From an optimization exercise on the open Yosys and OpenROAD flow, aimed at small area; shortcuts taken in it are not production practice.
The RTL was checked by simulation tests, not by an equivalence proof against the original design.
Power is estimated from default activity; no workload was simulated.

`flow/design.v`:
```
`timescale 1ns/10ps
package ccPkg;
	parameter int CellCount = 16;
	parameter int WordWidth = 32;
	parameter int VoltWidth = WordWidth / 2;
	parameter int CouplingY = 8;
	parameter int CouplingXY = 3;
	parameter int CouplingShift = 6;
	parameter int SinkCredits = 2;
	parameter int UpCredits = 4;
endpackage
module ccFa (input logic a, input logic b, input logic c, output logic s, output logic co);
	assign s = a ^ b ^ c;
	assign co = (a & b) | (c & (a ^ b));
endmodule
module ccHa (input logic a, input logic b, output logic s, output logic co);
	assign s = a ^ b;
	assign co = a & b;
endmodule
module ccMaj (input logic a, input logic b, input logic c, output logic y);
	assign y = (a & b) | (c & (a | b));
endmodule
module ccAoi21 (input logic a1, input logic a2, input logic b1, output logic y);
	assign y = ~((a1 & a2) | b1);
endmodule
module ccOai21 (input logic a1, input logic a2, input logic b1, output logic y);
	assign y = ~((a1 | a2) & b1);
endmodule
module ccXor2 (input logic a, input logic b, output logic y);
	assign y = a ^ b;
endmodule
module ccXnor2 (input logic a, input logic b, output logic y);
	assign y = ~(a ^ b);
endmodule
module ccAnd2 (input logic a, input logic b, output logic y);
	assign y = a & b;
endmodule
module ccNand2 (input logic a, input logic b, output logic y);
	assign y = ~(a & b);
endmodule
module ccOr2 (input logic a, input logic b, output logic y);
	assign y = a | b;
endmodule
module ccNor2 (input logic a, input logic b, output logic y);
	assign y = ~(a | b);
endmodule
module ccAndN (input logic a, input logic b, output logic y);
	assign y = ~a & b;
endmodule
module ccOrN (input logic a, input logic b, output logic y);
	assign y = a | ~b;
endmodule
module ccInv (input logic a, output logic y);
	assign y = ~a;
endmodule
module ccAo21 (input logic a1, input logic a2, input logic b1, output logic y);
	assign y = (a1 & a2) | b1;
endmodule
`timescale 1ns/10ps
module stepUnit (
	input logic [15:0] prog,
	input logic [15:0] init,
	input logic blockStart,
	output logic [15:0] step
);
	logic n1, n2, n3, n4, n5, n6, n7, n8, n9, n10, n11, n12, n13, n14, n15, n16;
	logic n17, n18, n19, n20, n21, n22, n23, n24, n25, n26, n27, n28, n29, n30, n31, n32;
	logic n33, n34, n35, n36, n37, n38, n39, n40, n41, n42, n43, n44, n45, n46, n47, n48;
	logic n49, n50, n51, n52, n53, n54, n55, n56, n57, n58, n59, n60, n61, n62, n63, n64;
	logic n65, n66, n67, n68, n69, n70, n71, n72, n73, n74, n75, n76, n77, n78, n79, n80;
	logic n81, n82, n83, n84, n85, n86, n87, n88, n89, n90, n91, n92, n93, n94, n95, n96;
	ccInv g0 (.a(init[0]), .y(n1));
	ccHa g1 (.a(prog[0]), .b(n1), .s(n2), .co(n3));
	ccInv g2 (.a(init[1]), .y(n4));
	ccHa g3 (.a(prog[1]), .b(n4), .s(n5), .co(n6));
	ccInv g4 (.a(init[2]), .y(n7));
	ccHa g5 (.a(prog[2]), .b(n7), .s(n8), .co(n9));
	ccInv g6 (.a(init[3]), .y(n10));
	ccHa g7 (.a(prog[3]), .b(n10), .s(n11), .co(n12));
	ccInv g8 (.a(init[4]), .y(n13));
	ccHa g9 (.a(prog[4]), .b(n13), .s(n14), .co(n15));
	ccInv g10 (.a(init[5]), .y(n16));
	ccHa g11 (.a(prog[5]), .b(n16), .s(n17), .co(n18));
	ccInv g12 (.a(init[6]), .y(n19));
	ccHa g13 (.a(prog[6]), .b(n19), .s(n20), .co(n21));
	ccInv g14 (.a(init[7]), .y(n22));
	ccHa g15 (.a(prog[7]), .b(n22), .s(n23), .co(n24));
	ccInv g16 (.a(init[8]), .y(n25));
	ccHa g17 (.a(prog[8]), .b(n25), .s(n26), .co(n27));
	ccInv g18 (.a(init[9]), .y(n28));
	ccHa g19 (.a(prog[9]), .b(n28), .s(n29), .co(n30));
	ccInv g20 (.a(init[10]), .y(n31));
	ccHa g21 (.a(prog[10]), .b(n31), .s(n32), .co(n33));
	ccInv g22 (.a(init[11]), .y(n34));
	ccHa g23 (.a(prog[11]), .b(n34), .s(n35), .co(n36));
	ccInv g24 (.a(init[12]), .y(n37));
	ccHa g25 (.a(prog[12]), .b(n37), .s(n38), .co(n39));
	ccInv g26 (.a(init[13]), .y(n40));
	ccHa g27 (.a(prog[13]), .b(n40), .s(n41), .co(n42));
	ccInv g28 (.a(init[14]), .y(n43));
	ccHa g29 (.a(prog[14]), .b(n43), .s(n44), .co(n45));
	ccInv g30 (.a(init[15]), .y(n46));
	ccHa g31 (.a(prog[15]), .b(n46), .s(n47), .co(n48));
	ccOr2 g32 (.a(n2), .b(n3), .y(n49));
	ccAo21 g33 (.a1(n5), .a2(n3), .b1(n6), .y(n50));
	ccAnd2 g34 (.a(n5), .b(n2), .y(n51));
	ccOr2 g35 (.a(n51), .b(n50), .y(n52));
	ccAo21 g36 (.a1(n8), .a2(n52), .b1(n9), .y(n53));
	ccAo21 g37 (.a1(n11), .a2(n9), .b1(n12), .y(n54));
	ccAnd2 g38 (.a(n11), .b(n8), .y(n55));
	ccAo21 g39 (.a1(n55), .a2(n52), .b1(n54), .y(n56));
	ccAo21 g40 (.a1(n14), .a2(n56), .b1(n15), .y(n57));
	ccAo21 g41 (.a1(n17), .a2(n15), .b1(n18), .y(n58));
	ccAnd2 g42 (.a(n17), .b(n14), .y(n59));
	ccAo21 g43 (.a1(n59), .a2(n56), .b1(n58), .y(n60));
	ccAo21 g44 (.a1(n20), .a2(n60), .b1(n21), .y(n61));
	ccAo21 g45 (.a1(n23), .a2(n21), .b1(n24), .y(n62));
	ccAnd2 g46 (.a(n23), .b(n20), .y(n63));
	ccAo21 g47 (.a1(n63), .a2(n60), .b1(n62), .y(n64));
	ccAo21 g48 (.a1(n26), .a2(n64), .b1(n27), .y(n65));
	ccAo21 g49 (.a1(n29), .a2(n27), .b1(n30), .y(n66));
	ccAnd2 g50 (.a(n29), .b(n26), .y(n67));
	ccAo21 g51 (.a1(n67), .a2(n64), .b1(n66), .y(n68));
	ccAo21 g52 (.a1(n32), .a2(n68), .b1(n33), .y(n69));
	ccAo21 g53 (.a1(n35), .a2(n33), .b1(n36), .y(n70));
	ccAnd2 g54 (.a(n35), .b(n32), .y(n71));
	ccAo21 g55 (.a1(n71), .a2(n68), .b1(n70), .y(n72));
	ccAo21 g56 (.a1(n38), .a2(n72), .b1(n39), .y(n73));
	ccAo21 g57 (.a1(n41), .a2(n39), .b1(n42), .y(n74));
	ccAnd2 g58 (.a(n41), .b(n38), .y(n75));
	ccAo21 g59 (.a1(n75), .a2(n72), .b1(n74), .y(n76));
	ccAo21 g60 (.a1(n44), .a2(n76), .b1(n45), .y(n77));
	ccAo21 g61 (.a1(n47), .a2(n45), .b1(n48), .y(n78));
	ccAnd2 g62 (.a(n47), .b(n44), .y(n79));
	ccAo21 g63 (.a1(n79), .a2(n76), .b1(n78), .y(n80));
	ccXnor2 g64 (.a(n5), .b(n49), .y(n81));
	ccXnor2 g65 (.a(n8), .b(n52), .y(n82));
	ccXnor2 g66 (.a(n11), .b(n53), .y(n83));
	ccXnor2 g67 (.a(n14), .b(n56), .y(n84));
	ccXnor2 g68 (.a(n17), .b(n57), .y(n85));
	ccXnor2 g69 (.a(n20), .b(n60), .y(n86));
	ccXnor2 g70 (.a(n23), .b(n61), .y(n87));
	ccXnor2 g71 (.a(n26), .b(n64), .y(n88));
	ccXnor2 g72 (.a(n29), .b(n65), .y(n89));
	ccXnor2 g73 (.a(n32), .b(n68), .y(n90));
	ccXnor2 g74 (.a(n35), .b(n69), .y(n91));
	ccXnor2 g75 (.a(n38), .b(n72), .y(n92));
	ccXnor2 g76 (.a(n41), .b(n73), .y(n93));
	ccXnor2 g77 (.a(n44), .b(n76), .y(n94));
	ccXnor2 g78 (.a(n47), .b(n77), .y(n95));
	ccOrN g79 (.a(blockStart), .b(n80), .y(n96));
	ccNor2 g80 (.a(n2), .b(n96), .y(step[0]));
	ccNor2 g81 (.a(n81), .b(n96), .y(step[1]));
	ccNor2 g82 (.a(n82), .b(n96), .y(step[2]));
	ccNor2 g83 (.a(n83), .b(n96), .y(step[3]));
	ccNor2 g84 (.a(n84), .b(n96), .y(step[4]));
	ccNor2 g85 (.a(n85), .b(n96), .y(step[5]));
	ccNor2 g86 (.a(n86), .b(n96), .y(step[6]));
	ccNor2 g87 (.a(n87), .b(n96), .y(step[7]));
	ccNor2 g88 (.a(n88), .b(n96), .y(step[8]));
	ccNor2 g89 (.a(n89), .b(n96), .y(step[9]));
	ccNor2 g90 (.a(n90), .b(n96), .y(step[10]));
	ccNor2 g91 (.a(n91), .b(n96), .y(step[11]));
	ccNor2 g92 (.a(n92), .b(n96), .y(step[12]));
	ccNor2 g93 (.a(n93), .b(n96), .y(step[13]));
	ccNor2 g94 (.a(n94), .b(n96), .y(step[14]));
	ccNor2 g95 (.a(n95), .b(n96), .y(step[15]));
endmodule
module wordLineLoader (
	input logic [ccPkg::CellCount*ccPkg::WordWidth-1:0] inWords,
	input logic blockStart,
	output logic [ccPkg::CellCount*ccPkg::VoltWidth-1:0] step
);
	localparam int CellCount = ccPkg::CellCount;
	localparam int WordWidth = ccPkg::WordWidth;
	localparam int VoltWidth = ccPkg::VoltWidth;
	for (genvar g = 0; g < CellCount; g++)
	begin : gCell
		stepUnit i_step (
			.prog(inWords[g*WordWidth+VoltWidth +: VoltWidth]),
			.init(inWords[g*WordWidth +: VoltWidth]),
			.blockStart(blockStart),
			.step(step[g*VoltWidth +: VoltWidth])
		);
	end
endmodule
`timescale 1ns/10ps
module couplingMid (
	input logic [15:0] victim,
	input logic [15:0] stepSelf,
	input logic [15:0] stepLeft,
	input logic [15:0] stepRight,
	input logic nFirst,
	output logic [15:0] vthN
);
	logic n1, n2, n3, n4, n5, n6, n7, n8, n9, n10, n11, n12, n13, n14, n15, n16;
	logic n17, n18, n19, n20, n21, n22, n23, n24, n25, n26, n27, n28, n29, n30, n31, n32;
	logic n33, n34, n35, n36, n37, n38, n39, n40, n41, n42, n43, n44, n45, n46, n47, n48;
	logic n49, n50, n51, n52, n53, n54, n55, n56, n57, n58, n59, n60, n61, n62, n63, n64;
	logic n65, n66, n67, n68, n69, n70, n71, n72, n73, n74, n75, n76, n77, n78, n79, n80;
	logic n81, n82, n83, n84, n85, n86, n87, n88, n89, n90, n91, n92, n93, n94, n95, n96;
	logic n97, n98, n99, n100, n101, n102, n103, n104, n105, n106, n107, n108, n109, n110, n111, n112;
	logic n113, n114, n115, n116, n117, n118, n119, n120, n121, n122, n123, n124, n125, n126, n127, n128;
	logic n129, n130, n131, n132, n133, n134, n135, n136, n137, n138, n139, n140, n141, n142, n143, n144;
	logic n145, n146, n147, n148, n149, n150, n151, n152, n153, n154, n155, n156, n157, n158, n159, n160;
	logic n161, n162, n163, n164, n165, n166, n167, n168, n169, n170, n171, n172, n173, n174, n175, n176;
	logic n177, n178, n179, n180, n181, n182, n183, n184, n185, n186, n187, n188, n189, n190, n191, n192;
	logic n193, n194, n195, n196, n197, n198, n199, n200, n201, n202, n203, n204, n205, n206, n207, n208;
	logic n209, n210, n211, n212, n213, n214, n215, n216, n217, n218, n219, n220;
	ccHa g0 (.a(stepLeft[0]), .b(stepRight[0]), .s(n1), .co(n2));
	ccHa g1 (.a(stepLeft[1]), .b(stepRight[1]), .s(n3), .co(n4));
	ccHa g2 (.a(stepLeft[2]), .b(stepRight[2]), .s(n5), .co(n6));
	ccHa g3 (.a(stepLeft[3]), .b(stepRight[3]), .s(n7), .co(n8));
	ccHa g4 (.a(stepLeft[4]), .b(stepRight[4]), .s(n9), .co(n10));
	ccHa g5 (.a(stepLeft[5]), .b(stepRight[5]), .s(n11), .co(n12));
	ccHa g6 (.a(stepLeft[6]), .b(stepRight[6]), .s(n13), .co(n14));
	ccHa g7 (.a(stepLeft[7]), .b(stepRight[7]), .s(n15), .co(n16));
	ccHa g8 (.a(stepLeft[8]), .b(stepRight[8]), .s(n17), .co(n18));
	ccHa g9 (.a(stepLeft[9]), .b(stepRight[9]), .s(n19), .co(n20));
	ccHa g10 (.a(stepLeft[10]), .b(stepRight[10]), .s(n21), .co(n22));
	ccHa g11 (.a(stepLeft[11]), .b(stepRight[11]), .s(n23), .co(n24));
	ccHa g12 (.a(stepLeft[12]), .b(stepRight[12]), .s(n25), .co(n26));
	ccHa g13 (.a(stepLeft[13]), .b(stepRight[13]), .s(n27), .co(n28));
	ccHa g14 (.a(stepLeft[14]), .b(stepRight[14]), .s(n29), .co(n30));
	ccHa g15 (.a(stepLeft[15]), .b(stepRight[15]), .s(n31), .co(n32));
	ccAo21 g16 (.a1(n3), .a2(n2), .b1(n4), .y(n33));
	ccAnd2 g17 (.a(n3), .b(n1), .y(n34));
	ccAo21 g18 (.a1(n5), .a2(n33), .b1(n6), .y(n35));
	ccAo21 g19 (.a1(n7), .a2(n6), .b1(n8), .y(n36));
	ccAnd2 g20 (.a(n7), .b(n5), .y(n37));
	ccAo21 g21 (.a1(n37), .a2(n33), .b1(n36), .y(n38));
	ccAo21 g22 (.a1(n9), .a2(n38), .b1(n10), .y(n39));
	ccAo21 g23 (.a1(n11), .a2(n10), .b1(n12), .y(n40));
	ccAnd2 g24 (.a(n11), .b(n9), .y(n41));
	ccAo21 g25 (.a1(n41), .a2(n38), .b1(n40), .y(n42));
	ccAo21 g26 (.a1(n13), .a2(n42), .b1(n14), .y(n43));
	ccAo21 g27 (.a1(n15), .a2(n14), .b1(n16), .y(n44));
	ccAnd2 g28 (.a(n15), .b(n13), .y(n45));
	ccAo21 g29 (.a1(n45), .a2(n42), .b1(n44), .y(n46));
	ccAo21 g30 (.a1(n17), .a2(n46), .b1(n18), .y(n47));
	ccAo21 g31 (.a1(n19), .a2(n18), .b1(n20), .y(n48));
	ccAnd2 g32 (.a(n19), .b(n17), .y(n49));
	ccAo21 g33 (.a1(n49), .a2(n46), .b1(n48), .y(n50));
	ccAo21 g34 (.a1(n21), .a2(n50), .b1(n22), .y(n51));
	ccAo21 g35 (.a1(n23), .a2(n22), .b1(n24), .y(n52));
	ccAnd2 g36 (.a(n23), .b(n21), .y(n53));
	ccAo21 g37 (.a1(n53), .a2(n50), .b1(n52), .y(n54));
	ccAo21 g38 (.a1(n25), .a2(n54), .b1(n26), .y(n55));
	ccAo21 g39 (.a1(n27), .a2(n26), .b1(n28), .y(n56));
	ccAnd2 g40 (.a(n27), .b(n25), .y(n57));
	ccAo21 g41 (.a1(n57), .a2(n54), .b1(n56), .y(n58));
	ccAo21 g42 (.a1(n29), .a2(n58), .b1(n30), .y(n59));
	ccAo21 g43 (.a1(n31), .a2(n30), .b1(n32), .y(n60));
	ccAnd2 g44 (.a(n31), .b(n29), .y(n61));
	ccAo21 g45 (.a1(n61), .a2(n58), .b1(n60), .y(n62));
	ccXor2 g46 (.a(n3), .b(n2), .y(n63));
	ccXor2 g47 (.a(n5), .b(n33), .y(n64));
	ccXor2 g48 (.a(n7), .b(n35), .y(n65));
	ccXor2 g49 (.a(n9), .b(n38), .y(n66));
	ccXor2 g50 (.a(n11), .b(n39), .y(n67));
	ccXor2 g51 (.a(n13), .b(n42), .y(n68));
	ccXor2 g52 (.a(n15), .b(n43), .y(n69));
	ccXor2 g53 (.a(n17), .b(n46), .y(n70));
	ccXor2 g54 (.a(n19), .b(n47), .y(n71));
	ccXor2 g55 (.a(n21), .b(n50), .y(n72));
	ccXor2 g56 (.a(n23), .b(n51), .y(n73));
	ccXor2 g57 (.a(n25), .b(n54), .y(n74));
	ccXor2 g58 (.a(n27), .b(n55), .y(n75));
	ccXor2 g59 (.a(n29), .b(n58), .y(n76));
	ccXor2 g60 (.a(n31), .b(n59), .y(n77));
	ccFa g61 (.a(stepSelf[0]), .b(n64), .c(n65), .s(n78), .co(n79));
	ccFa g62 (.a(stepSelf[1]), .b(n65), .c(n66), .s(n80), .co(n81));
	ccFa g63 (.a(stepSelf[2]), .b(n66), .c(n67), .s(n82), .co(n83));
	ccFa g64 (.a(victim[0]), .b(stepSelf[3]), .c(n67), .s(n84), .co(n85));
	ccFa g65 (.a(n68), .b(n83), .c(n84), .s(n86), .co(n87));
	ccFa g66 (.a(victim[1]), .b(stepSelf[4]), .c(n68), .s(n88), .co(n89));
	ccFa g67 (.a(n69), .b(n85), .c(n88), .s(n90), .co(n91));
	ccFa g68 (.a(victim[2]), .b(stepSelf[5]), .c(n69), .s(n92), .co(n93));
	ccFa g69 (.a(n70), .b(n89), .c(n92), .s(n94), .co(n95));
	ccFa g70 (.a(victim[3]), .b(stepSelf[6]), .c(n70), .s(n96), .co(n97));
	ccFa g71 (.a(n71), .b(n93), .c(n96), .s(n98), .co(n99));
	ccFa g72 (.a(victim[4]), .b(stepSelf[7]), .c(n71), .s(n100), .co(n101));
	ccFa g73 (.a(n72), .b(n97), .c(n100), .s(n102), .co(n103));
	ccFa g74 (.a(victim[5]), .b(stepSelf[8]), .c(n72), .s(n104), .co(n105));
	ccFa g75 (.a(n73), .b(n101), .c(n104), .s(n106), .co(n107));
	ccFa g76 (.a(victim[6]), .b(stepSelf[9]), .c(n73), .s(n108), .co(n109));
	ccFa g77 (.a(n74), .b(n105), .c(n108), .s(n110), .co(n111));
	ccFa g78 (.a(victim[7]), .b(stepSelf[10]), .c(n74), .s(n112), .co(n113));
	ccFa g79 (.a(n75), .b(n109), .c(n112), .s(n114), .co(n115));
	ccFa g80 (.a(victim[8]), .b(stepSelf[11]), .c(n75), .s(n116), .co(n117));
	ccFa g81 (.a(n76), .b(n113), .c(n116), .s(n118), .co(n119));
	ccFa g82 (.a(victim[9]), .b(stepSelf[12]), .c(n76), .s(n120), .co(n121));
	ccFa g83 (.a(n77), .b(n117), .c(n120), .s(n122), .co(n123));
	ccFa g84 (.a(victim[10]), .b(stepSelf[13]), .c(n62), .s(n124), .co(n125));
	ccFa g85 (.a(n77), .b(n124), .c(n121), .s(n126), .co(n127));
	ccFa g86 (.a(victim[11]), .b(stepSelf[14]), .c(n62), .s(n128), .co(n129));
	ccFa g87 (.a(n125), .b(n128), .c(n127), .s(n130), .co(n131));
	ccFa g88 (.a(victim[12]), .b(stepSelf[15]), .c(n129), .s(n132), .co(n133));
	ccHa g89 (.a(n1), .b(n63), .s(n134), .co(n135));
	ccHa g90 (.a(n63), .b(n64), .s(n136), .co(n137));
	ccHa g91 (.a(n79), .b(n80), .s(n138), .co(n139));
	ccHa g92 (.a(n81), .b(n82), .s(n140), .co(n141));
	ccHa g93 (.a(n87), .b(n90), .s(n142), .co(n143));
	ccHa g94 (.a(n91), .b(n94), .s(n144), .co(n145));
	ccHa g95 (.a(n95), .b(n98), .s(n146), .co(n147));
	ccHa g96 (.a(n99), .b(n102), .s(n148), .co(n149));
	ccHa g97 (.a(n103), .b(n106), .s(n150), .co(n151));
	ccHa g98 (.a(n107), .b(n110), .s(n152), .co(n153));
	ccHa g99 (.a(n111), .b(n114), .s(n154), .co(n155));
	ccHa g100 (.a(n115), .b(n118), .s(n156), .co(n157));
	ccHa g101 (.a(n119), .b(n122), .s(n158), .co(n159));
	ccHa g102 (.a(n123), .b(n126), .s(n160), .co(n161));
	ccHa g103 (.a(n131), .b(n132), .s(n162), .co(n163));
	ccHa g104 (.a(victim[13]), .b(n133), .s(n164), .co(n165));
	ccAnd2 g105 (.a(n134), .b(n1), .y(n166));
	ccAo21 g106 (.a1(n136), .a2(n135), .b1(n137), .y(n167));
	ccAnd2 g107 (.a(n78), .b(n137), .y(n168));
	ccAnd2 g108 (.a(n78), .b(n136), .y(n169));
	ccAo21 g109 (.a1(n169), .a2(n135), .b1(n168), .y(n170));
	ccAo21 g110 (.a1(n138), .a2(n170), .b1(n139), .y(n171));
	ccAo21 g111 (.a1(n140), .a2(n139), .b1(n141), .y(n172));
	ccAnd2 g112 (.a(n140), .b(n138), .y(n173));
	ccAo21 g113 (.a1(n173), .a2(n170), .b1(n172), .y(n174));
	ccAnd2 g114 (.a(n86), .b(n174), .y(n175));
	ccAnd2 g115 (.a(n142), .b(n86), .y(n176));
	ccAo21 g116 (.a1(n176), .a2(n174), .b1(n143), .y(n177));
	ccAo21 g117 (.a1(n144), .a2(n177), .b1(n145), .y(n178));
	ccAo21 g118 (.a1(n146), .a2(n145), .b1(n147), .y(n179));
	ccAnd2 g119 (.a(n146), .b(n144), .y(n180));
	ccAo21 g120 (.a1(n180), .a2(n177), .b1(n179), .y(n181));
	ccAo21 g121 (.a1(n148), .a2(n181), .b1(n149), .y(n182));
	ccAo21 g122 (.a1(n150), .a2(n149), .b1(n151), .y(n183));
	ccAnd2 g123 (.a(n150), .b(n148), .y(n184));
	ccAo21 g124 (.a1(n184), .a2(n181), .b1(n183), .y(n185));
	ccAo21 g125 (.a1(n152), .a2(n185), .b1(n153), .y(n186));
	ccAo21 g126 (.a1(n154), .a2(n153), .b1(n155), .y(n187));
	ccAnd2 g127 (.a(n154), .b(n152), .y(n188));
	ccAo21 g128 (.a1(n188), .a2(n185), .b1(n187), .y(n189));
	ccAo21 g129 (.a1(n156), .a2(n189), .b1(n157), .y(n190));
	ccAo21 g130 (.a1(n158), .a2(n157), .b1(n159), .y(n191));
	ccAnd2 g131 (.a(n158), .b(n156), .y(n192));
	ccAo21 g132 (.a1(n192), .a2(n189), .b1(n191), .y(n193));
	ccAo21 g133 (.a1(n160), .a2(n193), .b1(n161), .y(n194));
	ccAnd2 g134 (.a(n130), .b(n161), .y(n195));
	ccAnd2 g135 (.a(n130), .b(n160), .y(n196));
	ccAo21 g136 (.a1(n196), .a2(n193), .b1(n195), .y(n197));
	ccAo21 g137 (.a1(n162), .a2(n197), .b1(n163), .y(n198));
	ccAo21 g138 (.a1(n164), .a2(n163), .b1(n165), .y(n199));
	ccAnd2 g139 (.a(n164), .b(n162), .y(n200));
	ccAo21 g140 (.a1(n200), .a2(n197), .b1(n199), .y(n201));
	ccAnd2 g141 (.a(victim[14]), .b(n201), .y(n202));
	ccAnd2 g142 (.a(victim[15]), .b(victim[14]), .y(n203));
	ccAnd2 g143 (.a(n203), .b(n201), .y(n204));
	ccXor2 g144 (.a(n86), .b(n174), .y(n205));
	ccXor2 g145 (.a(n142), .b(n175), .y(n206));
	ccXor2 g146 (.a(n144), .b(n177), .y(n207));
	ccXor2 g147 (.a(n146), .b(n178), .y(n208));
	ccXor2 g148 (.a(n148), .b(n181), .y(n209));
	ccXor2 g149 (.a(n150), .b(n182), .y(n210));
	ccXor2 g150 (.a(n152), .b(n185), .y(n211));
	ccXor2 g151 (.a(n154), .b(n186), .y(n212));
	ccXor2 g152 (.a(n156), .b(n189), .y(n213));
	ccXor2 g153 (.a(n158), .b(n190), .y(n214));
	ccXor2 g154 (.a(n160), .b(n193), .y(n215));
	ccXor2 g155 (.a(n130), .b(n194), .y(n216));
	ccXor2 g156 (.a(n162), .b(n197), .y(n217));
	ccXor2 g157 (.a(n164), .b(n198), .y(n218));
	ccXor2 g158 (.a(victim[14]), .b(n201), .y(n219));
	ccXor2 g159 (.a(victim[15]), .b(n202), .y(n220));
	ccOai21 g160 (.a1(n205), .a2(n204), .b1(nFirst), .y(vthN[0]));
	ccOai21 g161 (.a1(n206), .a2(n204), .b1(nFirst), .y(vthN[1]));
	ccOai21 g162 (.a1(n207), .a2(n204), .b1(nFirst), .y(vthN[2]));
	ccOai21 g163 (.a1(n208), .a2(n204), .b1(nFirst), .y(vthN[3]));
	ccOai21 g164 (.a1(n209), .a2(n204), .b1(nFirst), .y(vthN[4]));
	ccOai21 g165 (.a1(n210), .a2(n204), .b1(nFirst), .y(vthN[5]));
	ccOai21 g166 (.a1(n211), .a2(n204), .b1(nFirst), .y(vthN[6]));
	ccOai21 g167 (.a1(n212), .a2(n204), .b1(nFirst), .y(vthN[7]));
	ccOai21 g168 (.a1(n213), .a2(n204), .b1(nFirst), .y(vthN[8]));
	ccOai21 g169 (.a1(n214), .a2(n204), .b1(nFirst), .y(vthN[9]));
	ccOai21 g170 (.a1(n215), .a2(n204), .b1(nFirst), .y(vthN[10]));
	ccOai21 g171 (.a1(n216), .a2(n204), .b1(nFirst), .y(vthN[11]));
	ccOai21 g172 (.a1(n217), .a2(n204), .b1(nFirst), .y(vthN[12]));
	ccOai21 g173 (.a1(n218), .a2(n204), .b1(nFirst), .y(vthN[13]));
	ccOai21 g174 (.a1(n219), .a2(n204), .b1(nFirst), .y(vthN[14]));
	ccOai21 g175 (.a1(n220), .a2(n204), .b1(nFirst), .y(vthN[15]));
endmodule
module couplingFirst (
	input logic [15:0] victim,
	input logic [15:0] stepSelf,
	input logic [15:0] stepRight,
	input logic nFirst,
	output logic [15:0] vthN
);
	logic n1, n2, n3, n4, n5, n6, n7, n8, n9, n10, n11, n12, n13, n14, n15, n16;
	logic n17, n18, n19, n20, n21, n22, n23, n24, n25, n26, n27, n28, n29, n30, n31, n32;
	logic n33, n34, n35, n36, n37, n38, n39, n40, n41, n42, n43, n44, n45, n46, n47, n48;
	logic n49, n50, n51, n52, n53, n54, n55, n56, n57, n58, n59, n60, n61, n62, n63, n64;
	logic n65, n66, n67, n68, n69, n70, n71, n72, n73, n74, n75, n76, n77, n78, n79, n80;
	logic n81, n82, n83, n84, n85, n86, n87, n88, n89, n90, n91, n92, n93, n94, n95, n96;
	logic n97, n98, n99, n100, n101, n102, n103, n104, n105, n106, n107, n108, n109, n110, n111, n112;
	logic n113, n114, n115, n116, n117, n118, n119, n120, n121, n122, n123, n124, n125, n126, n127, n128;
	logic n129, n130, n131, n132, n133, n134, n135, n136, n137;
	ccFa g0 (.a(stepRight[2]), .b(stepRight[3]), .c(stepSelf[0]), .s(n1), .co(n2));
	ccFa g1 (.a(stepRight[3]), .b(stepRight[4]), .c(stepSelf[1]), .s(n3), .co(n4));
	ccFa g2 (.a(stepRight[4]), .b(stepRight[5]), .c(stepSelf[2]), .s(n5), .co(n6));
	ccFa g3 (.a(victim[0]), .b(stepRight[5]), .c(stepRight[6]), .s(n7), .co(n8));
	ccFa g4 (.a(stepSelf[3]), .b(n6), .c(n7), .s(n9), .co(n10));
	ccFa g5 (.a(victim[1]), .b(stepRight[6]), .c(stepRight[7]), .s(n11), .co(n12));
	ccFa g6 (.a(stepSelf[4]), .b(n8), .c(n11), .s(n13), .co(n14));
	ccFa g7 (.a(victim[2]), .b(stepRight[7]), .c(stepRight[8]), .s(n15), .co(n16));
	ccFa g8 (.a(stepSelf[5]), .b(n12), .c(n15), .s(n17), .co(n18));
	ccFa g9 (.a(victim[3]), .b(stepRight[8]), .c(stepRight[9]), .s(n19), .co(n20));
	ccFa g10 (.a(stepSelf[6]), .b(n16), .c(n19), .s(n21), .co(n22));
	ccFa g11 (.a(victim[4]), .b(stepRight[9]), .c(stepRight[10]), .s(n23), .co(n24));
	ccFa g12 (.a(stepSelf[7]), .b(n20), .c(n23), .s(n25), .co(n26));
	ccFa g13 (.a(victim[5]), .b(stepRight[10]), .c(stepRight[11]), .s(n27), .co(n28));
	ccFa g14 (.a(stepSelf[8]), .b(n24), .c(n27), .s(n29), .co(n30));
	ccFa g15 (.a(victim[6]), .b(stepRight[11]), .c(stepRight[12]), .s(n31), .co(n32));
	ccFa g16 (.a(stepSelf[9]), .b(n28), .c(n31), .s(n33), .co(n34));
	ccFa g17 (.a(victim[7]), .b(stepRight[12]), .c(stepRight[13]), .s(n35), .co(n36));
	ccFa g18 (.a(stepSelf[10]), .b(n32), .c(n35), .s(n37), .co(n38));
	ccFa g19 (.a(victim[8]), .b(stepRight[13]), .c(stepRight[14]), .s(n39), .co(n40));
	ccFa g20 (.a(stepSelf[11]), .b(n36), .c(n39), .s(n41), .co(n42));
	ccFa g21 (.a(victim[9]), .b(stepRight[14]), .c(stepRight[15]), .s(n43), .co(n44));
	ccFa g22 (.a(stepSelf[12]), .b(n40), .c(n43), .s(n45), .co(n46));
	ccFa g23 (.a(victim[10]), .b(stepRight[15]), .c(stepSelf[13]), .s(n47), .co(n48));
	ccFa g24 (.a(n44), .b(n47), .c(n46), .s(n49), .co(n50));
	ccFa g25 (.a(victim[11]), .b(stepSelf[14]), .c(n48), .s(n51), .co(n52));
	ccFa g26 (.a(victim[12]), .b(stepSelf[15]), .c(n52), .s(n53), .co(n54));
	ccHa g27 (.a(stepRight[0]), .b(stepRight[1]), .s(n55), .co(n56));
	ccHa g28 (.a(stepRight[1]), .b(stepRight[2]), .s(n57), .co(n58));
	ccHa g29 (.a(n2), .b(n3), .s(n59), .co(n60));
	ccHa g30 (.a(n4), .b(n5), .s(n61), .co(n62));
	ccHa g31 (.a(n10), .b(n13), .s(n63), .co(n64));
	ccHa g32 (.a(n14), .b(n17), .s(n65), .co(n66));
	ccHa g33 (.a(n18), .b(n21), .s(n67), .co(n68));
	ccHa g34 (.a(n22), .b(n25), .s(n69), .co(n70));
	ccHa g35 (.a(n26), .b(n29), .s(n71), .co(n72));
	ccHa g36 (.a(n30), .b(n33), .s(n73), .co(n74));
	ccHa g37 (.a(n34), .b(n37), .s(n75), .co(n76));
	ccHa g38 (.a(n38), .b(n41), .s(n77), .co(n78));
	ccHa g39 (.a(n42), .b(n45), .s(n79), .co(n80));
	ccHa g40 (.a(n50), .b(n51), .s(n81), .co(n82));
	ccHa g41 (.a(victim[13]), .b(n54), .s(n83), .co(n84));
	ccAnd2 g42 (.a(n55), .b(stepRight[0]), .y(n85));
	ccAo21 g43 (.a1(n57), .a2(n56), .b1(n58), .y(n86));
	ccAnd2 g44 (.a(n1), .b(n58), .y(n87));
	ccAnd2 g45 (.a(n1), .b(n57), .y(n88));
	ccAo21 g46 (.a1(n88), .a2(n56), .b1(n87), .y(n89));
	ccAo21 g47 (.a1(n59), .a2(n89), .b1(n60), .y(n90));
	ccAo21 g48 (.a1(n61), .a2(n60), .b1(n62), .y(n91));
	ccAnd2 g49 (.a(n61), .b(n59), .y(n92));
	ccAo21 g50 (.a1(n92), .a2(n89), .b1(n91), .y(n93));
	ccAnd2 g51 (.a(n9), .b(n93), .y(n94));
	ccAnd2 g52 (.a(n63), .b(n9), .y(n95));
	ccAo21 g53 (.a1(n95), .a2(n93), .b1(n64), .y(n96));
	ccAo21 g54 (.a1(n65), .a2(n96), .b1(n66), .y(n97));
	ccAo21 g55 (.a1(n67), .a2(n66), .b1(n68), .y(n98));
	ccAnd2 g56 (.a(n67), .b(n65), .y(n99));
	ccAo21 g57 (.a1(n99), .a2(n96), .b1(n98), .y(n100));
	ccAo21 g58 (.a1(n69), .a2(n100), .b1(n70), .y(n101));
	ccAo21 g59 (.a1(n71), .a2(n70), .b1(n72), .y(n102));
	ccAnd2 g60 (.a(n71), .b(n69), .y(n103));
	ccAo21 g61 (.a1(n103), .a2(n100), .b1(n102), .y(n104));
	ccAo21 g62 (.a1(n73), .a2(n104), .b1(n74), .y(n105));
	ccAo21 g63 (.a1(n75), .a2(n74), .b1(n76), .y(n106));
	ccAnd2 g64 (.a(n75), .b(n73), .y(n107));
	ccAo21 g65 (.a1(n107), .a2(n104), .b1(n106), .y(n108));
	ccAo21 g66 (.a1(n77), .a2(n108), .b1(n78), .y(n109));
	ccAo21 g67 (.a1(n79), .a2(n78), .b1(n80), .y(n110));
	ccAnd2 g68 (.a(n79), .b(n77), .y(n111));
	ccAo21 g69 (.a1(n111), .a2(n108), .b1(n110), .y(n112));
	ccAnd2 g70 (.a(n49), .b(n112), .y(n113));
	ccAnd2 g71 (.a(n81), .b(n49), .y(n114));
	ccAo21 g72 (.a1(n114), .a2(n112), .b1(n82), .y(n115));
	ccAnd2 g73 (.a(n53), .b(n115), .y(n116));
	ccAnd2 g74 (.a(n83), .b(n53), .y(n117));
	ccAo21 g75 (.a1(n117), .a2(n115), .b1(n84), .y(n118));
	ccAnd2 g76 (.a(victim[14]), .b(n118), .y(n119));
	ccAnd2 g77 (.a(victim[15]), .b(victim[14]), .y(n120));
	ccAnd2 g78 (.a(n120), .b(n118), .y(n121));
	ccXor2 g79 (.a(n9), .b(n93), .y(n122));
	ccXor2 g80 (.a(n63), .b(n94), .y(n123));
	ccXor2 g81 (.a(n65), .b(n96), .y(n124));
	ccXor2 g82 (.a(n67), .b(n97), .y(n125));
	ccXor2 g83 (.a(n69), .b(n100), .y(n126));
	ccXor2 g84 (.a(n71), .b(n101), .y(n127));
	ccXor2 g85 (.a(n73), .b(n104), .y(n128));
	ccXor2 g86 (.a(n75), .b(n105), .y(n129));
	ccXor2 g87 (.a(n77), .b(n108), .y(n130));
	ccXor2 g88 (.a(n79), .b(n109), .y(n131));
	ccXor2 g89 (.a(n49), .b(n112), .y(n132));
	ccXor2 g90 (.a(n81), .b(n113), .y(n133));
	ccXor2 g91 (.a(n53), .b(n115), .y(n134));
	ccXor2 g92 (.a(n83), .b(n116), .y(n135));
	ccXor2 g93 (.a(victim[14]), .b(n118), .y(n136));
	ccXor2 g94 (.a(victim[15]), .b(n119), .y(n137));
	ccOai21 g95 (.a1(n122), .a2(n121), .b1(nFirst), .y(vthN[0]));
	ccOai21 g96 (.a1(n123), .a2(n121), .b1(nFirst), .y(vthN[1]));
	ccOai21 g97 (.a1(n124), .a2(n121), .b1(nFirst), .y(vthN[2]));
	ccOai21 g98 (.a1(n125), .a2(n121), .b1(nFirst), .y(vthN[3]));
	ccOai21 g99 (.a1(n126), .a2(n121), .b1(nFirst), .y(vthN[4]));
	ccOai21 g100 (.a1(n127), .a2(n121), .b1(nFirst), .y(vthN[5]));
	ccOai21 g101 (.a1(n128), .a2(n121), .b1(nFirst), .y(vthN[6]));
	ccOai21 g102 (.a1(n129), .a2(n121), .b1(nFirst), .y(vthN[7]));
	ccOai21 g103 (.a1(n130), .a2(n121), .b1(nFirst), .y(vthN[8]));
	ccOai21 g104 (.a1(n131), .a2(n121), .b1(nFirst), .y(vthN[9]));
	ccOai21 g105 (.a1(n132), .a2(n121), .b1(nFirst), .y(vthN[10]));
	ccOai21 g106 (.a1(n133), .a2(n121), .b1(nFirst), .y(vthN[11]));
	ccOai21 g107 (.a1(n134), .a2(n121), .b1(nFirst), .y(vthN[12]));
	ccOai21 g108 (.a1(n135), .a2(n121), .b1(nFirst), .y(vthN[13]));
	ccOai21 g109 (.a1(n136), .a2(n121), .b1(nFirst), .y(vthN[14]));
	ccOai21 g110 (.a1(n137), .a2(n121), .b1(nFirst), .y(vthN[15]));
endmodule
module couplingLast (
	input logic [15:0] victim,
	input logic [15:0] stepSelf,
	input logic [15:0] stepLeft,
	input logic nFirst,
	output logic [15:0] vthN
);
	logic n1, n2, n3, n4, n5, n6, n7, n8, n9, n10, n11, n12, n13, n14, n15, n16;
	logic n17, n18, n19, n20, n21, n22, n23, n24, n25, n26, n27, n28, n29, n30, n31, n32;
	logic n33, n34, n35, n36, n37, n38, n39, n40, n41, n42, n43, n44, n45, n46, n47, n48;
	logic n49, n50, n51, n52, n53, n54, n55, n56, n57, n58, n59, n60, n61, n62, n63, n64;
	logic n65, n66, n67, n68, n69, n70, n71, n72, n73, n74, n75, n76, n77, n78, n79, n80;
	logic n81, n82, n83, n84, n85, n86, n87, n88, n89, n90, n91, n92, n93, n94, n95, n96;
	logic n97, n98, n99, n100, n101, n102, n103, n104, n105, n106, n107, n108, n109, n110, n111, n112;
	logic n113, n114, n115, n116, n117, n118, n119, n120, n121, n122, n123, n124, n125, n126, n127, n128;
	logic n129, n130, n131, n132, n133, n134, n135, n136, n137;
	ccFa g0 (.a(stepLeft[2]), .b(stepLeft[3]), .c(stepSelf[0]), .s(n1), .co(n2));
	ccFa g1 (.a(stepLeft[3]), .b(stepLeft[4]), .c(stepSelf[1]), .s(n3), .co(n4));
	ccFa g2 (.a(stepLeft[4]), .b(stepLeft[5]), .c(stepSelf[2]), .s(n5), .co(n6));
	ccFa g3 (.a(victim[0]), .b(stepLeft[5]), .c(stepLeft[6]), .s(n7), .co(n8));
	ccFa g4 (.a(stepSelf[3]), .b(n6), .c(n7), .s(n9), .co(n10));
	ccFa g5 (.a(victim[1]), .b(stepLeft[6]), .c(stepLeft[7]), .s(n11), .co(n12));
	ccFa g6 (.a(stepSelf[4]), .b(n8), .c(n11), .s(n13), .co(n14));
	ccFa g7 (.a(victim[2]), .b(stepLeft[7]), .c(stepLeft[8]), .s(n15), .co(n16));
	ccFa g8 (.a(stepSelf[5]), .b(n12), .c(n15), .s(n17), .co(n18));
	ccFa g9 (.a(victim[3]), .b(stepLeft[8]), .c(stepLeft[9]), .s(n19), .co(n20));
	ccFa g10 (.a(stepSelf[6]), .b(n16), .c(n19), .s(n21), .co(n22));
	ccFa g11 (.a(victim[4]), .b(stepLeft[9]), .c(stepLeft[10]), .s(n23), .co(n24));
	ccFa g12 (.a(stepSelf[7]), .b(n20), .c(n23), .s(n25), .co(n26));
	ccFa g13 (.a(victim[5]), .b(stepLeft[10]), .c(stepLeft[11]), .s(n27), .co(n28));
	ccFa g14 (.a(stepSelf[8]), .b(n24), .c(n27), .s(n29), .co(n30));
	ccFa g15 (.a(victim[6]), .b(stepLeft[11]), .c(stepLeft[12]), .s(n31), .co(n32));
	ccFa g16 (.a(stepSelf[9]), .b(n28), .c(n31), .s(n33), .co(n34));
	ccFa g17 (.a(victim[7]), .b(stepLeft[12]), .c(stepLeft[13]), .s(n35), .co(n36));
	ccFa g18 (.a(stepSelf[10]), .b(n32), .c(n35), .s(n37), .co(n38));
	ccFa g19 (.a(victim[8]), .b(stepLeft[13]), .c(stepLeft[14]), .s(n39), .co(n40));
	ccFa g20 (.a(stepSelf[11]), .b(n36), .c(n39), .s(n41), .co(n42));
	ccFa g21 (.a(victim[9]), .b(stepLeft[14]), .c(stepLeft[15]), .s(n43), .co(n44));
	ccFa g22 (.a(stepSelf[12]), .b(n40), .c(n43), .s(n45), .co(n46));
	ccFa g23 (.a(victim[10]), .b(stepLeft[15]), .c(stepSelf[13]), .s(n47), .co(n48));
	ccFa g24 (.a(n44), .b(n47), .c(n46), .s(n49), .co(n50));
	ccFa g25 (.a(victim[11]), .b(stepSelf[14]), .c(n48), .s(n51), .co(n52));
	ccFa g26 (.a(victim[12]), .b(stepSelf[15]), .c(n52), .s(n53), .co(n54));
	ccHa g27 (.a(stepLeft[0]), .b(stepLeft[1]), .s(n55), .co(n56));
	ccHa g28 (.a(stepLeft[1]), .b(stepLeft[2]), .s(n57), .co(n58));
	ccHa g29 (.a(n2), .b(n3), .s(n59), .co(n60));
	ccHa g30 (.a(n4), .b(n5), .s(n61), .co(n62));
	ccHa g31 (.a(n10), .b(n13), .s(n63), .co(n64));
	ccHa g32 (.a(n14), .b(n17), .s(n65), .co(n66));
	ccHa g33 (.a(n18), .b(n21), .s(n67), .co(n68));
	ccHa g34 (.a(n22), .b(n25), .s(n69), .co(n70));
	ccHa g35 (.a(n26), .b(n29), .s(n71), .co(n72));
	ccHa g36 (.a(n30), .b(n33), .s(n73), .co(n74));
	ccHa g37 (.a(n34), .b(n37), .s(n75), .co(n76));
	ccHa g38 (.a(n38), .b(n41), .s(n77), .co(n78));
	ccHa g39 (.a(n42), .b(n45), .s(n79), .co(n80));
	ccHa g40 (.a(n50), .b(n51), .s(n81), .co(n82));
	ccHa g41 (.a(victim[13]), .b(n54), .s(n83), .co(n84));
	ccAnd2 g42 (.a(n55), .b(stepLeft[0]), .y(n85));
	ccAo21 g43 (.a1(n57), .a2(n56), .b1(n58), .y(n86));
	ccAnd2 g44 (.a(n1), .b(n58), .y(n87));
	ccAnd2 g45 (.a(n1), .b(n57), .y(n88));
	ccAo21 g46 (.a1(n88), .a2(n56), .b1(n87), .y(n89));
	ccAo21 g47 (.a1(n59), .a2(n89), .b1(n60), .y(n90));
	ccAo21 g48 (.a1(n61), .a2(n60), .b1(n62), .y(n91));
	ccAnd2 g49 (.a(n61), .b(n59), .y(n92));
	ccAo21 g50 (.a1(n92), .a2(n89), .b1(n91), .y(n93));
	ccAnd2 g51 (.a(n9), .b(n93), .y(n94));
	ccAnd2 g52 (.a(n63), .b(n9), .y(n95));
	ccAo21 g53 (.a1(n95), .a2(n93), .b1(n64), .y(n96));
	ccAo21 g54 (.a1(n65), .a2(n96), .b1(n66), .y(n97));
	ccAo21 g55 (.a1(n67), .a2(n66), .b1(n68), .y(n98));
	ccAnd2 g56 (.a(n67), .b(n65), .y(n99));
	ccAo21 g57 (.a1(n99), .a2(n96), .b1(n98), .y(n100));
	ccAo21 g58 (.a1(n69), .a2(n100), .b1(n70), .y(n101));
	ccAo21 g59 (.a1(n71), .a2(n70), .b1(n72), .y(n102));
	ccAnd2 g60 (.a(n71), .b(n69), .y(n103));
	ccAo21 g61 (.a1(n103), .a2(n100), .b1(n102), .y(n104));
	ccAo21 g62 (.a1(n73), .a2(n104), .b1(n74), .y(n105));
	ccAo21 g63 (.a1(n75), .a2(n74), .b1(n76), .y(n106));
	ccAnd2 g64 (.a(n75), .b(n73), .y(n107));
	ccAo21 g65 (.a1(n107), .a2(n104), .b1(n106), .y(n108));
	ccAo21 g66 (.a1(n77), .a2(n108), .b1(n78), .y(n109));
	ccAo21 g67 (.a1(n79), .a2(n78), .b1(n80), .y(n110));
	ccAnd2 g68 (.a(n79), .b(n77), .y(n111));
	ccAo21 g69 (.a1(n111), .a2(n108), .b1(n110), .y(n112));
	ccAnd2 g70 (.a(n49), .b(n112), .y(n113));
	ccAnd2 g71 (.a(n81), .b(n49), .y(n114));
	ccAo21 g72 (.a1(n114), .a2(n112), .b1(n82), .y(n115));
	ccAnd2 g73 (.a(n53), .b(n115), .y(n116));
	ccAnd2 g74 (.a(n83), .b(n53), .y(n117));
	ccAo21 g75 (.a1(n117), .a2(n115), .b1(n84), .y(n118));
	ccAnd2 g76 (.a(victim[14]), .b(n118), .y(n119));
	ccAnd2 g77 (.a(victim[15]), .b(victim[14]), .y(n120));
	ccAnd2 g78 (.a(n120), .b(n118), .y(n121));
	ccXor2 g79 (.a(n9), .b(n93), .y(n122));
	ccXor2 g80 (.a(n63), .b(n94), .y(n123));
	ccXor2 g81 (.a(n65), .b(n96), .y(n124));
	ccXor2 g82 (.a(n67), .b(n97), .y(n125));
	ccXor2 g83 (.a(n69), .b(n100), .y(n126));
	ccXor2 g84 (.a(n71), .b(n101), .y(n127));
	ccXor2 g85 (.a(n73), .b(n104), .y(n128));
	ccXor2 g86 (.a(n75), .b(n105), .y(n129));
	ccXor2 g87 (.a(n77), .b(n108), .y(n130));
	ccXor2 g88 (.a(n79), .b(n109), .y(n131));
	ccXor2 g89 (.a(n49), .b(n112), .y(n132));
	ccXor2 g90 (.a(n81), .b(n113), .y(n133));
	ccXor2 g91 (.a(n53), .b(n115), .y(n134));
	ccXor2 g92 (.a(n83), .b(n116), .y(n135));
	ccXor2 g93 (.a(victim[14]), .b(n118), .y(n136));
	ccXor2 g94 (.a(victim[15]), .b(n119), .y(n137));
	ccOai21 g95 (.a1(n122), .a2(n121), .b1(nFirst), .y(vthN[0]));
	ccOai21 g96 (.a1(n123), .a2(n121), .b1(nFirst), .y(vthN[1]));
	ccOai21 g97 (.a1(n124), .a2(n121), .b1(nFirst), .y(vthN[2]));
	ccOai21 g98 (.a1(n125), .a2(n121), .b1(nFirst), .y(vthN[3]));
	ccOai21 g99 (.a1(n126), .a2(n121), .b1(nFirst), .y(vthN[4]));
	ccOai21 g100 (.a1(n127), .a2(n121), .b1(nFirst), .y(vthN[5]));
	ccOai21 g101 (.a1(n128), .a2(n121), .b1(nFirst), .y(vthN[6]));
	ccOai21 g102 (.a1(n129), .a2(n121), .b1(nFirst), .y(vthN[7]));
	ccOai21 g103 (.a1(n130), .a2(n121), .b1(nFirst), .y(vthN[8]));
	ccOai21 g104 (.a1(n131), .a2(n121), .b1(nFirst), .y(vthN[9]));
	ccOai21 g105 (.a1(n132), .a2(n121), .b1(nFirst), .y(vthN[10]));
	ccOai21 g106 (.a1(n133), .a2(n121), .b1(nFirst), .y(vthN[11]));
	ccOai21 g107 (.a1(n134), .a2(n121), .b1(nFirst), .y(vthN[12]));
	ccOai21 g108 (.a1(n135), .a2(n121), .b1(nFirst), .y(vthN[13]));
	ccOai21 g109 (.a1(n136), .a2(n121), .b1(nFirst), .y(vthN[14]));
	ccOai21 g110 (.a1(n137), .a2(n121), .b1(nFirst), .y(vthN[15]));
endmodule
module couplingCell (
	input logic [ccPkg::CellCount*ccPkg::VoltWidth-1:0] victim,
	input logic [ccPkg::CellCount*ccPkg::VoltWidth-1:0] step,
	input logic nFirst,
	output logic [ccPkg::CellCount*ccPkg::VoltWidth-1:0] vthN
);
	localparam int CellCount = ccPkg::CellCount;
	localparam int VoltWidth = ccPkg::VoltWidth;
	for (genvar g = 0; g < CellCount; g++)
	begin : gCell
		if (g == 0)
		begin : gFirst
			couplingFirst i_cell (
				.victim(victim[g*VoltWidth +: VoltWidth]),
				.stepSelf(step[g*VoltWidth +: VoltWidth]),
				.stepRight(step[(g+1)*VoltWidth +: VoltWidth]),
				.nFirst(nFirst),
				.vthN(vthN[g*VoltWidth +: VoltWidth])
			);
		end
		else if (g == CellCount - 1)
		begin : gLast
			couplingLast i_cell (
				.victim(victim[g*VoltWidth +: VoltWidth]),
				.stepSelf(step[g*VoltWidth +: VoltWidth]),
				.stepLeft(step[(g-1)*VoltWidth +: VoltWidth]),
				.nFirst(nFirst),
				.vthN(vthN[g*VoltWidth +: VoltWidth])
			);
		end
		else
		begin : gMid
			couplingMid i_cell (
				.victim(victim[g*VoltWidth +: VoltWidth]),
				.stepSelf(step[g*VoltWidth +: VoltWidth]),
				.stepLeft(step[(g-1)*VoltWidth +: VoltWidth]),
				.stepRight(step[(g+1)*VoltWidth +: VoltWidth]),
				.nFirst(nFirst),
				.vthN(vthN[g*VoltWidth +: VoltWidth])
			);
		end
	end
endmodule
`timescale 1ns/10ps
module vthCollector (
	input logic [ccPkg::CellCount*ccPkg::VoltWidth-1:0] entry0N,
	input logic [ccPkg::CellCount*ccPkg::VoltWidth-1:0] entry1N,
	input logic [ccPkg::CellCount*ccPkg::VoltWidth-1:0] entry2N,
	input logic [2:0] rdSel,
	output logic [ccPkg::CellCount*ccPkg::VoltWidth-1:0] outVth
);
	localparam int LineBits = ccPkg::CellCount * ccPkg::VoltWidth;
	assign outVth = ~((entry0N & {LineBits{rdSel[0]}})
		| (entry1N & {LineBits{rdSel[1]}})
		| (entry2N & {LineBits{rdSel[2]}}));
endmodule
`timescale 1ns/10ps
module cciChannel #(
	parameter int WordLinesPerBlock = 8192
) (
	input logic clk,
	input logic reset,
	input logic inValid,
	input logic [ccPkg::CellCount*ccPkg::WordWidth-1:0] inWords,
	output logic inCredit,
	output logic outValid,
	output logic [ccPkg::CellCount*ccPkg::VoltWidth-1:0] outVth,
	input logic outCredit
);
	localparam int CellCount = ccPkg::CellCount;
	localparam int WordWidth = ccPkg::WordWidth;
	localparam int VoltWidth = ccPkg::VoltWidth;
	localparam int LineBits = CellCount * VoltWidth;
	localparam int CountWidth = $clog2(WordLinesPerBlock);
	localparam int SinkCredits = ccPkg::SinkCredits;
	localparam int UpCredits = ccPkg::UpCredits;
	logic [CountWidth-1:0] wordCount;
	logic firstLine;
	logic [LineBits-1:0] victim;
	logic [LineBits-1:0] entry0N;
	logic [LineBits-1:0] entry1N;
	logic [LineBits-1:0] entry2N;
	logic [2:0] wrSel;
	logic [2:0] rdSel;
	logic [1:0] fill;
	logic [2:0] held;
	logic [1:0] credits;
	logic [LineBits-1:0] step;
	logic [LineBits-1:0] lineVthN;
	logic pop;
	logic giveCredit;
	wordLineLoader i_loader (
		.inWords(inWords),
		.blockStart(wordCount == '0),
		.step(step)
	);
	couplingCell i_cells (
		.victim(victim),
		.step(step),
		.nFirst(!firstLine),
		.vthN(lineVthN)
	);
	vthCollector i_collector (
		.entry0N(entry0N),
		.entry1N(entry1N),
		.entry2N(entry2N),
		.rdSel(rdSel),
		.outVth(outVth)
	);
	assign pop = (fill != 2'd0) && (credits != 2'd0);
	assign giveCredit = (held != 3'(UpCredits)) && (held <= 3'(credits) + 3'd2);
	assign outValid = pop;
	assign inCredit = giveCredit;
	always_ff @(posedge clk)
	begin
		if (inValid)
		begin
			for (int i = 0; i < CellCount; i++)
				victim[i*VoltWidth +: VoltWidth] <= inWords[i*WordWidth+VoltWidth +: VoltWidth];
			if (wrSel[0])
				entry0N <= lineVthN;
			if (wrSel[1])
				entry1N <= lineVthN;
			if (wrSel[2])
				entry2N <= lineVthN;
		end
	end
	always_ff @(posedge clk or posedge reset)
	begin
		if (reset)
		begin
			wordCount <= '0;
			firstLine <= 1'b1;
			wrSel <= 3'b001;
			rdSel <= 3'b001;
			fill <= '0;
			held <= 3'(UpCredits);
			credits <= 2'(SinkCredits);
		end
		else
		begin
			if (inValid)
			begin
				wordCount <= (wordCount == CountWidth'(WordLinesPerBlock - 1)) ? '0 : wordCount + 1'b1;
				firstLine <= 1'b0;
				wrSel <= {wrSel[1:0], wrSel[2]};
			end
			if (pop)
				rdSel <= {rdSel[1:0], rdSel[2]};
			fill <= fill + {1'b0, inValid} - {1'b0, pop};
			held <= held + {2'b0, giveCredit} - {2'b0, pop};
			credits <= credits + {1'b0, outCredit} - {1'b0, pop};
		end
	end
endmodule
```
`flow/flow/run.sh`:
```
#!/bin/bash
# Layout flow: the standard flow, with the port buffers the standard
# flow inserts made from the smallest buffer cell (every input and output
# port still gets its own buffer).
set -uo pipefail
export BUFFER_PORTS_ARGS="-buffer_cell sky130_fd_sc_hd__buf_1"
bash standard.sh > standard_flow.log 2>&1
status=$?
exit $status
```
`flow/standard.sh`:
```
#!/bin/bash
# synth_recipe.tcl (not shown) runs the flow's synth.tcl, then flattens the netlist and writes it again
# the make line also repeats each setting of config.mk as NAME=value (left out here)
make -C /OpenROAD-flow-scripts/flow DESIGN_CONFIG=/design/flow/config.mk WORK_HOME=/design/flow/orfs CLKGATE_MAP_FILE= SYNTH_SCRIPT=/design/flow/synth_recipe.tcl "${@:-finish}"
```
`flow/config.mk`:
```
export PLATFORM = sky130hd
export DESIGN_NAME = cciChannel
export DESIGN_NICKNAME = cciChannel
export VERILOG_FILES = /design/flow/design.v
export SDC_FILE = /design/flow/constraint.sdc
export NUM_CORES = 4
export LEC_CHECK = 0
export ABC_CLOCK_PERIOD_IN_PS = 10000
export CAP_MARGIN = 20
export CORE_MARGIN = 2
export CORE_UTILIZATION = 40
export CTS_BUF_LIST = sky130_fd_sc_hd__clkbuf_4 sky130_fd_sc_hd__clkbuf_8
export PLACE_DENSITY = 0.6
export SLEW_MARGIN = 20
export SYNTH_HIERARCHICAL = 1
export SYNTH_MINIMUM_KEEP_SIZE = 0
```
`flow/constraint.sdc`:
```
create_clock -name core_clock -period 10.0 [get_ports {clk}]
set_input_delay 2.0000 -clock core_clock [delete_from_list [all_inputs] [get_ports {clk}]]
set_output_delay 2.0000 -clock core_clock [all_outputs]
set_load 0.01 [all_outputs]
```
==> summary.txt, run 1 <==
- Status: complete, no violations
- Fillers: ~17k
- Crit path DAT: 10100 ps
- H-tree depth: 4
- Switching share of power: 0.411
- Clock slew at reported path FFs: 60 ps
- Cell with the most instances after synthesis: edfxtp_1
- CTS max path bufs: 3
- Antenna violations before repair: 21
- Post-CTS sizing: 0
- Hold path cells: 1
- Maxcap violations: 0
- CTS Buf Count: ~190
- Tot Pwr: 0.0286 W
- Setup bufs post-CTS: 0
- Post-Syn Area: ~0.074 mm2
- Area grow syn2layout: 15.2%
- CP Max Fanout: 12
- Clock power share: 0.149
- Hold WC Path Type: flop to flop
- DRT iter0 DRCs: 4169
- Int Pwr: 0.0168 W
- Synth Warn #: 7
- Switching Power: between 0.01 and 0.015 W
- CTS tree: done
- Avg Synthesized Cell Area: 13.0 um2
- Final Wtd Congestion: 0.915
- Setup Crit Path Kind: input pin to flop
- Final WS setup: 617 ps
- Vias in the first global route: 51.9k
- Leakage power: 41.1 nW
- Nature of the critical path endpoint: flop
- Num ports: 774
- GRT Residual Overflow: 0
- Share of layout cells above drive strength 1: 0.0812
- Place WS: -303 ps
- Total wire length: 234000 um
- Non-filler cells, final: 9408
- Syn nets: 7368
- Hold bufs inserted after CTS: 0
- RSZ-0062 raised after global routing: no
- TritonRoute pass-1 iters: 9
- Final setup fails: 0
- Worst-Margin Slew: 1120 ps
- Die width: 433 um
- Starting Density: 0.402
- Maximum VDD drop: 0.213 mV
- Worst path max stage delay: ~500 ps
- Number of synthesized flops with an enable pin: 1024
- Clock Latency Late Sink: 980 ps
- Tmin final: 9380 ps
- Clk sink count: 1051
- Remaining antenna violation count: 0
- Die Span Y: between 400 and 500 um
- Fin. Hold Viols: 0
- Vias per cell: 5.41
- Synth area leader: edfxtp_1
- Fmax: around 0.11 GHz
- Layout Utilization: 0.464
- Total power per unit cell area: 337 mW/mm2
- Unique masters post-synth: 39
- Final Skew: about 70 ps
- Post-synth top area share: 0.417
- Sequential share of the synthesized area: 0.427
- Slowest-stage cell, CP: fa_1
- Comb pwr share: 0.576
- Final Cycle Share: 0.938
- Part of the power in registers: 0.275
- Die area: about 0.19 mm2
- Largest net degree at the start of global routing: between 100 and 150
- Max-slew violation count: 0
- # nets final: 8487
- Root Driver: clkbuf_8
- All-layer global routing usage: 0.245
- Top cells by area, synth: edfxtp_1 (42%), ha_1 (13%), fa_1 (12%)
- Syn Inst Count: 5660
- CP most frequent cell: a21o_1
- Synth top cells by count: edfxtp_1 (1024), a21o_1 (992), ha_1 (745), and2_1 (472), xor2_1 (468)
- Ys flop type: edfxtp_1
- Async SR Flop Fraction: 0.0257
- Max_slew headroom: 0.253
- Routed wire per std cell: approximately 25 um
- First-pass GRT wire length: 337000 um
- DPL Wire Length: 183000 um
- Critical path launch point type: input pin
- FP Rows: 157
- Reg2Reg Depth: 26
- #FFs+latches synth: between 1k and 1.5k
- Worst EP required: between 10000 and 15000 ps
- DP Cell Count: 9048
- Vias after detailed routing: 50.9k
- CORE AREA: 0.183 mm2
- IO Port Bufs: 773
- # DRC: 0
- Setup tns final: 0 ps
## routing by layer
layer / vias to the layer above / routed length [um] / track usage
met5: - / 10 / 0
met4: 2 / 10700 / 0.107
met3: 386 / 11400 / 0.0345
met2: 1517 / 114000 / 0.411
met1: 25700 / 97900 / 0.314
li1: 23300 / - / -
## kinds of logic (layout without fill, tap and decap cells)
| logic type | after synthesis | in the layout | share of synthesized area |
|---|---|---|---|
| flip-flops | 1051 | 1051 | 0.427 |
| multiplexers | 7 | 7 | 0.00112 |
| adder cells (fa/ha/maj) | 1192 | 1192 | 0.248 |
| AO/OA/AOI/OAI | 1520 | 1520 | 0.155 |
| AND/OR/NAND/NOR | 813 | 813 | 0.0602 |
| other | 0 | 14 | 0 |
| buffers and inverters | 359 | 1629 | 0.0239 |
| XOR/XNOR | 718 | 718 | 0.0854 |
## sequential cells by signal, indices dropped and copies added, names as in the netlist
signal / count
credits: 2
entry0N: 256
entry1N: 256
entry2N: 256
fill: 2
firstLine: 1
held: 3
rdSel: 3
victim: 256
wordCount: 13
wrSel: 3
## path summary, 6_finish.rpt
path                               start            end  slack [ps]
setup / recovery            inWords[145]    entry1N[51]         620
hold / removal             wordCount[10]  wordCount[10]         510
setup reg to reg            wordCount[0]   entry2N[177]        2150
hold reg to reg            wordCount[10]  wordCount[10]         510
max in group asynchronous          reset       wrSel[0]        8530
min in group asynchronous          reset        fill[0]        1110
## cell usage in the layout (no fill, tap or decap), drive strengths merged, types with 5 or more instances in the layout
cell type and instances:
dfrtp 22, nor2 262, and2 472, mux2 7, diode 14, ha 745
clkinv 73, a222oi 256, nand3 6, inv 282, xnor2 250, o21ai 261
bufinv 12, buf 1011, nand2b 16, nand2 8, fa 447, xor2 468
dfstp 5, clkbuf 243, edfxtp 1024, nor4 5, clkinvlp 8, a21o 992
or2 35
## through the flow
stage                     instance area [um2]  hold WS (ps)
final                                   84900           514
after global routing                    84900           536
after CTS                               84800           513
after detailed placement                80900           513
after global placement                  80900           507
after floorplan                         73700           483
## Yosys stat by module (local to each module, per instance), a selection
module / area (um2) / cells / flip-flops and latches / copies in the design
ccAo21: 7.51 / 1 / 0 / 990
ccFa: 20.0 / 1 / 0 / 446
ccNor2: 3.75 / 1 / 0 / 256
ccHa: 12.5 / 1 / 0 / 734
ccXnor2: 8.76 / 1 / 0 / 240
ccAnd2: 6.26 / 1 / 0 / 468
ccOr2: 6.26 / 1 / 0 / 32
ccInv: 3.75 / 1 / 0 / 256
vthCollector: 3290 / 340 / 0 / 1
ccOrN: 6.26 / 1 / 0 / 16
ccOai21: 5.00 / 1 / 0 / 256
ccXor2: 8.76 / 1 / 0 / 466
cciChannel: 32200 / 1160 / 1051 / 1
## power by group through the flow
stage,Clock [W],Combinational [W],Sequential [W]
after floorplan,0,0.0115,0.00800
after global placement,0,0.0158,0.00794
after detailed placement,0,0.0164,0.00794
after CTS,0.00437,0.0165,0.00785
after global routing,0.00456,0.0184,0.00787
final,0.00426,0.0165,0.00785
## final cells by class
type	instances	area [um2]	share of cell area
antenna	14	35.0	0.000413
clock buffer	241	3010	0.0355
clock inverter	103	927	0.0109
inverter	272	1030	0.0121
multi-input combinational	4250	40500	0.477
sequential	1051	31400	0.370
tap	2464	3080	0.0363
timing repair buffer	1013	4860	0.0573
## worst max-delay path, delay by kind of cell
kind | cells | cell delay (ps)
AOI/OAI and AO/OA | 19 | 3990
xor gates and xnor gates | 1 | 290
and+or+nand+nor | 5 | 1400
adders and majority gates | 5 | 1890
buffers and inverters | 3 | 490
==> inputs of run 2 (changes only) <==
==> flow/flow/run.sh (replaced) <==
#!/bin/bash
# Layout flow: the standard flow (standard.sh) with
#  - the port buffers the standard flow inserts made from the smallest
#    buffer cell (every input and output port still gets its own buffer);
#  - clock tree synthesis without dummy loads.
# make's full output goes to standard_flow.log here; ORFS keeps each
# step's log under orfs/logs.
set -uo pipefail
export BUFFER_PORTS_ARGS="-buffer_cell sky130_fd_sc_hd__buf_1"
export CTS_ARGS="-sink_clustering_enable -repair_clock_nets -dont_use_dummy_load -buf_list sky130_fd_sc_hd__clkbuf_16 -sink_clustering_size 20 -sink_clustering_max_diameter 120"
bash standard.sh > standard_flow.log 2>&1
exit $?
--- a/flow/config.mk
+++ b/flow/config.mk
@@ -9,7 +9,7 @@
 export CAP_MARGIN = 20
 export CORE_MARGIN = 2
 export CORE_UTILIZATION = 40
-export CTS_BUF_LIST = sky130_fd_sc_hd__clkbuf_4 sky130_fd_sc_hd__clkbuf_8
+export GPL_TIMING_DRIVEN = 0
 export PLACE_DENSITY = 0.6
 export SLEW_MARGIN = 20
 export SYNTH_HIERARCHICAL = 1
==> summary.txt, run 2 <==
- Status: complete, no violations
- Sequential share of the synthesized area: 0.427
- Starting Density: 0.402
- Crit path DAT: between 10000 and 15000 ps
- Vias after detailed routing: 49.7k
- Final Skew: 70.1 ps
- DRT iter0 DRCs: 4015
- Place WS: -833 ps
- Syn Inst Count: 5660
- Max-slew violation count: 0
- DPL Wire Length: roughly 190000 um
- Setup Crit Path Kind: input pin to flop
- Vias in the first global route: 50.3k
- GRT Residual Overflow: 0
- All-layer global routing usage: 0.238
- #FFs+latches synth: between 1k and 1.5k
- Max_slew headroom: 0.180
- RSZ-0062 raised after global routing: no
- Hold WC Path Type: flop to flop
- Die Span Y: approximately 430 um
- Worst-Margin Slew: 1230 ps
- Worst r2r src: wordCount[0]
- Comb pwr share: 0.600
- Most frequent cells in the layout: edfxtp_1 (1024), a21o_1 (992), buf_1 (772)
- Part of the power in registers: 0.303
- Post-CTS sizing: 2
- Tmin final: about 10000 ps
- Synth area leader: edfxtp_1
- Total power per unit cell area: 315 mW/mm2
- Clock slew at reported path FFs: 80 ps
- IO Port Bufs: 773
- Cell with the most instances after synthesis: edfxtp_1
- CP Max Fanout: 16
- Fmax: 0.103 GHz
- Area taken by multi-input logic gates: 0.0406 mm2
- Clk sink count: around 1.1k
- Switching share of power: 0.416
- Routed wire per std cell: roughly 25 um
- TritonRoute pass-1 iters: 10
- Clock Latency Late Sink: 760 ps
- Clock power share: 0.097
- Die width: 433 um
- Hold path start: wordCount[12]
- H-tree depth: 2
- Post-synth top area share: 0.417
- Share of layout cells above drive strength 1: 0.0367
- Int Pwr: between 0.015 and 0.02 W
- CTS tree: done
- Final setup fails: 0
- Maxcap violations: 0
- CTS Buf Count: 61
- Num ports: 774
- Setup bufs post-CTS: 0
- Ys flop type: edfxtp_1
- FP Rows: 157
- Avg Synthesized Cell Area: 13.0 um2
- CP most frequent cell: a21o_1
- CTS max path bufs: 3
- Wire length on met1: 92800 um
- CORE AREA: 0.183 mm2
- Synth Warn #: 7
- Area grow syn2layout: 11.5%
- Top Metal Used: met5
- Syn nets: between 7k and 8k
- Largest net degree at the start of global routing: 120
- Final WS setup: 280 ps
- Sequential cell area: 0.0314 mm2
- Root Driver: clkbuf_16
- Async SR Flop Fraction: 0.0257
- Slowest-stage cell, CP: fa_1
- Leakage power: between 30 and 40 nW
[run 2: cell counts after synthesis]
Identical to the previous run, type by type.
[run 2: critical path: cells and delay by family]
family | cells | cell delay, ps
buffers and inverters | 2 | 260
xor gates and xnor gates | 1 | 350
AOI/OAI and AO/OA | 19 | 4190
adders and majority gates | 5 | 2030
and+or+nand+nor | 5 | 1340
[run 2: cell families (layout without fill, tap and decap cells)]
family,Yosys count,count (layout),share of synthesized area
AOI/OAI and AO/OA,1520,1520,0.155
adders and majority gates,1192,1192,0.248
DFF,1051,1051,0.427
and+or+nand+nor,813,813,0.0602
xor gates and xnor gates,718,718,0.0854
buffers and inverters,359,1230,0.0239
muxes,7,7,0.00112
other,0,10,0
[run 2: layer usage]
layer | up-vias | GRT usage
li1 | 22700 | -
met3 | 362 | 0.0312
met2 | 1462 | 0.398
met5 | - | 0
met1 | 25200 | 0.304
met4 | 4 | 0.117
[run 2: area by class of cell]
cell class / instances / share of cell area
well taps: 2464 / 0.0375
clock buffers: 61 / 0.0186
diodes: 10 / 0.000305
repair buffers: 810 / 0.0457
multi-input cells: 4250 / 0.494
plain buffers: 87 / 0.00902
inverters: 272 / 0.0125
flip-flops and latches: 1051 / 0.383
[run 2: power groups by stage]
stage | registers (W) | clock network, W | logic [W]
global placement | 0.00825 | 0 | 0.0148
floorplan | 0.00800 | 0 | 0.0115
CTS | 0.00782 | 0.00260 | 0.0155
global route | 0.00785 | 0.00273 | 0.0174
detailed placement | 0.00792 | 0 | 0.0154
finish | 0.00782 | 0.00252 | 0.0155
[run 2: through the flow]
stage | std cells | total power (W) | setup TNS (ps) | hold WS, ps | cell area [um2]
2_1_floorplan | 5660 | 0.0195 | 0 | 483 | 73700
3_3_place_gp | 8897 | 0.0230 | - | 510 | 79600
3_5_place_dp | 8934 | 0.0233 | -340850 | 515 | 80500
4_1_cts | 8995 | 0.0259 | 0 | 532 | 82000
5_1_grt | 9003 | 0.0280 | 0 | 548 | 82100
6_report | 9005 | 0.0258 | 0 | 528 | 82100
[run 2: path summary, 6_finish.rpt]
path | to | slack (ps) | depth (start not counted)
setup reg to reg | entry1N[191] | 2080 | 25
setup / recovery | entry0N[95] | 280 | 32
hold reg to reg | wordCount[12] | 530 | 1
hold / removal | wordCount[12] | 530 | 1
min in group asynchronous | held[0] | 1310 | 2
max in group asynchronous | rdSel[0] | 8310 | 2
[run 2: per-module statistics from Yosys (local to each module, per instance), a selection]
module      area, um2  times used  flops+latches
ccXnor2          8.76         240              0
cciChannel      32200           1           1051
ccAo21           7.51         990              0
ccOai21          5.00         256              0
ccHa             12.5         734              0
ccXor2           8.76         466              0
ccOr2            6.26          32              0
ccAnd2           6.26         468              0
